What follows belongs to an exercise in optimizing a design on an open flow for small area; a production flow would make more cautious choices.
In this exercise RTL edits were held to simulation tests only and were not proved equivalent to the original.
No activity file was given, so power comes from the tool's default toggle rates.

run 1:
Design sobel_window_gen, start of the top module:
module sobel_window_gen
#(
    parameter int IMG_W = sobel_pkg::IMG_W_DEF,
    parameter int IMG_H = sobel_pkg::IMG_H_DEF
) (
    input  logic        sys_clk_i,
    input  logic        sys_rst_ni,
    input  logic        pix_valid_i,
    input  logic        sof_i,
    input  sobel_pkg::pix_t        data_red_i,
    input  sobel_pkg::pix_t        data_green_i,
    input  sobel_pkg::pix_t        data_blue_i,
    output logic [71:0] win_o,
    output logic        win_valid_o,
    output logic        frame_done_o
);
For scale: ~2600 flip-flops, about 100 I/O pins.
==> module sobel_window_gen, before the edit <==
module sobel_window_gen
#(
    parameter int IMG_W = sobel_pkg::IMG_W_DEF,
    parameter int IMG_H = sobel_pkg::IMG_H_DEF
) (
    input  logic        sys_clk_i,
    input  logic        sys_rst_ni,
    input  logic        pix_valid_i,
    input  logic        sof_i,
    input  sobel_pkg::pix_t        data_red_i,
    input  sobel_pkg::pix_t        data_green_i,
    input  sobel_pkg::pix_t        data_blue_i,
    output logic [71:0] win_o,
    output logic        win_valid_o,
    output logic        frame_done_o
);
    localparam int CW    = (IMG_W > 1) ? $clog2(IMG_W) : 1;
    localparam int RW    = (IMG_H > 1) ? $clog2(IMG_H) : 1;
    localparam int DEPTH = 2 * IMG_W + 3;
    logic            run_q;
    logic [CW-1:0]   col_q, nxt_col;
    logic [RW-1:0]   row_q, nxt_row;
    logic            take, eol, last, win_gate;
    sobel_pkg::pix_t gray, gray_q;
    logic            shift_q, shift_nq, pol_q;
    logic [1:0]      vld_pipe, done_pipe;
    logic [DEPTH*8-1:0] sr, sr_nxt;
    always_comb begin
        take     = pix_valid_i && (sof_i || run_q);
        eol      = !sof_i && (col_q == CW'(IMG_W - 1));
        last     = eol && (row_q == RW'(IMG_H - 1));
        nxt_col  = sof_i ? CW'(1) : ((col_q == CW'(IMG_W - 1)) ? '0 : col_q + CW'(1));
        nxt_row  = eol ? (last ? '0 : row_q + RW'(1)) : (sof_i ? '0 : row_q);
        win_gate = take && !sof_i && (row_q >= RW'(2)) && (col_q >= CW'(2));
    end
    always_ff @(posedge sys_clk_i or negedge sys_rst_ni) begin
        if (!sys_rst_ni) begin
            run_q <= 1'b0;
            col_q <= '0;
            row_q <= '0;
        end else if (take) begin
            run_q <= !last;
            col_q <= nxt_col;
            row_q <= nxt_row;
        end
    end
    always_ff @(posedge sys_clk_i or negedge sys_rst_ni) begin
        if (!sys_rst_ni) begin
            vld_pipe  <= '0;
            done_pipe <= '0;
            shift_q   <= 1'b0;
            shift_nq  <= 1'b1;
            pol_q     <= 1'b0;
        end else begin
            vld_pipe  <= {vld_pipe[0], win_gate};
            done_pipe <= {done_pipe[0], take && last};
            shift_q   <= take;
            shift_nq  <= !take;
            pol_q     <= !pol_q;
        end
    end
    sobel_gray u_gray (
        .r (data_red_i),
        .g (data_green_i),
        .b (data_blue_i),
        .y (gray)
    );
    always_ff @(posedge sys_clk_i) begin
        gray_q <= gray;
    end
    localparam logic [DEPTH-1:0] PLAIN = (DEPTH'(7) << (2 * IMG_W)) | (DEPTH'(7) << IMG_W) | DEPTH'(7);
    sobel_line_buf #(
        .DEPTH (DEPTH),
        .PLAIN (PLAIN)
    ) u_sr (
        .sh        (shift_q),
        .sh_n      (shift_nq),
        .pol       (pol_q),
        .din       (gray_q),
        .q         (sr),
        .nxt       (sr_nxt)
    );
    always_ff @(posedge sys_clk_i) begin
        sr <= sr_nxt;
    end
    assign win_o = {sr[(2*IMG_W+2)*8 +: 8], sr[(2*IMG_W+1)*8 +: 8], sr[(2*IMG_W)*8 +: 8],
                    sr[(IMG_W+2)*8 +: 8],   sr[(IMG_W+1)*8 +: 8],   sr[IMG_W*8 +: 8],
                    sr[2*8 +: 8],           sr[1*8 +: 8],           sr[0 +: 8]};
    assign win_valid_o  = vld_pipe[1];
    assign frame_done_o = done_pipe[1];
endmodule
export LEC_CHECK = 0
export CAP_MARGIN = 20
export CORE_MARGIN = 2
export CORE_UTILIZATION = 75
export SLEW_MARGIN = 20
export SYNTH_HIERARCHICAL = 1
create_clock -name core_clock -period 10.0 [get_ports {sys_clk_i}]
standard.sh (not shown) runs the stock make flow with config.mk's settings and CLKGATE_MAP_FILE= SYNTH_SCRIPT=/design/flow/synth_recipe.tcl, a recipe that flattens the netlist after the stock synthesis.
==> flow/flow/run.sh <==
#!/bin/bash
# Standard layout, with two changes passed to the ORFS scripts through their
# own environment hooks: port buffers use the smallest buffer, and clock tree
# synthesis uses larger sink clusters and no dummy loads.
set -euo pipefail
export BUFFER_PORTS_ARGS="-buffer_cell sky130_fd_sc_hd__buf_1"
export CTS_ARGS="-sink_clustering_enable -repair_clock_nets -sink_clustering_size 22 -sink_clustering_max_diameter 50 -buf_list {sky130_fd_sc_hd__clkbuf_8} -dont_use_dummy_load"
bash standard.sh > standard.log 2>&1
> inputs changed (run 1 -> run 2)
--- a/flow/design.v
+++ b/flow/design.v
@@ -1,8 +1,14 @@
 package sobel_pkg;
     localparam int IMG_W_DEF = 160;
     localparam int IMG_H_DEF = 120;
     typedef logic [7:0] pix_t;
+    typedef enum logic [1:0] {
+        IDLE,
+        FILL,
+        STREAM,
+        DONE
+    } state_t;
 endpackage
 module sobel_fa (
     input  logic a, b, c,
     output logic s, co
@@ -160,33 +166,46 @@
 );
     localparam int CW    = (IMG_W > 1) ? $clog2(IMG_W) : 1;
     localparam int RW    = (IMG_H > 1) ? $clog2(IMG_H) : 1;
     localparam int DEPTH = 2 * IMG_W + 3;
-    logic            run_q;
-    logic [CW-1:0]   col_q, nxt_col;
-    logic [RW-1:0]   row_q, nxt_row;
+    sobel_pkg::state_t          state_q;
+    logic [CW-1:0]   col_q, cur_col, nxt_col;
+    logic [RW-1:0]   row_q, cur_row, nxt_row;
     logic            take, eol, last, win_gate;
     sobel_pkg::pix_t gray, gray_q;
     logic            shift_q, shift_nq, pol_q;
     logic [1:0]      vld_pipe, done_pipe;
     logic [DEPTH*8-1:0] sr, sr_nxt;
     always_comb begin
-        take     = pix_valid_i && (sof_i || run_q);
-        eol      = !sof_i && (col_q == CW'(IMG_W - 1));
-        last     = eol && (row_q == RW'(IMG_H - 1));
-        nxt_col  = sof_i ? CW'(1) : ((col_q == CW'(IMG_W - 1)) ? '0 : col_q + CW'(1));
-        nxt_row  = eol ? (last ? '0 : row_q + RW'(1)) : (sof_i ? '0 : row_q);
-        win_gate = take && !sof_i && (row_q >= RW'(2)) && (col_q >= CW'(2));
+        take     = pix_valid_i && (sof_i || state_q == sobel_pkg::FILL || state_q == sobel_pkg::STREAM);
+        cur_col  = sof_i ? '0 : col_q;
+        cur_row  = sof_i ? '0 : row_q;
+        eol      = (cur_col == CW'(IMG_W - 1));
+        last     = eol && (cur_row == RW'(IMG_H - 1));
+        nxt_col  = eol ? '0 : cur_col + CW'(1);
+        nxt_row  = eol ? (last ? '0 : cur_row + RW'(1)) : cur_row;
+        win_gate = take && (cur_row >= RW'(2)) && (cur_col >= CW'(2));
     end
     always_ff @(posedge sys_clk_i or negedge sys_rst_ni) begin
         if (!sys_rst_ni) begin
-            run_q <= 1'b0;
-            col_q <= '0;
-            row_q <= '0;
-        end else if (take) begin
-            run_q <= !last;
-            col_q <= nxt_col;
-            row_q <= nxt_row;
+            state_q <= sobel_pkg::IDLE;
+            col_q   <= '0;
+            row_q   <= '0;
+        end else begin
+            if (take) begin
+                col_q <= nxt_col;
+                row_q <= nxt_row;
+            end
+            case (state_q)
+                sobel_pkg::IDLE:    if (take) state_q <= sobel_pkg::FILL;
+                sobel_pkg::FILL:    if (take && !sof_i && eol && cur_row == RW'(1)) state_q <= sobel_pkg::STREAM;
+                sobel_pkg::STREAM:  if (take) begin
+                             if (sof_i)     state_q <= sobel_pkg::FILL;
+                             else if (last) state_q <= sobel_pkg::DONE;
+                         end
+                sobel_pkg::DONE:    state_q <= take ? sobel_pkg::FILL : sobel_pkg::IDLE;
+                default: state_q <= sobel_pkg::IDLE;
+            endcase
         end
     end
     always_ff @(posedge sys_clk_i or negedge sys_rst_ni) begin
         if (!sys_rst_ni) begin
==> summary.txt <==
Global-route usage: run 2 > run 1. On overall overflow remaining after global route, run 2 and run 1 are basically level. Total power draw for run 2 is higher than for run 1. Cmp run 2 and run 1 / final worst-path cycle share / higher: run 2. Run 2: number of multi-input combinational cells is 1.0% higher than what run 1 reported. Summary of run 2 over run 1: clock insertion delay at the later pin of the skew report held; initial cell density of the core neither gained nor lost much; setup slack of the most critical reg-to-reg path down 0.06 ns; sum of routed wire length over all layers picked up an extra 1800 um.

[re-timing with driven ports]
The flow's constraints put no driver on any port. The routed layouts listed below were extracted and timed again, unchanged, in two steps. Step 1: set_driving_cell puts a clkbuf_16 on sys_clk_i and a buf_2 on each other input, an assumption about the parent block. Step 2 times the ports against the registers' clock, not the clock port: input delays grow and output delays shrink by t, the midpoint of the rising clock arrivals with the driver on. Slacks: ideal ports / drivers / drivers and shift; pairs: ideal ports / drivers.
run	t, ns	slack for setup (ns)	worst setup path after step 2
run 1	0.885	0.652 / 0.697 / -0.187	input to register
run 2	0.889	0.631 / 0.672 / -0.217	input to register
Met with ideal ports but missed after step 2: setup timing in run 1 and run 2. The setup slack of run 2, which loses most, moves by +0.041 ns with the drivers and by -0.848 ns with both steps.
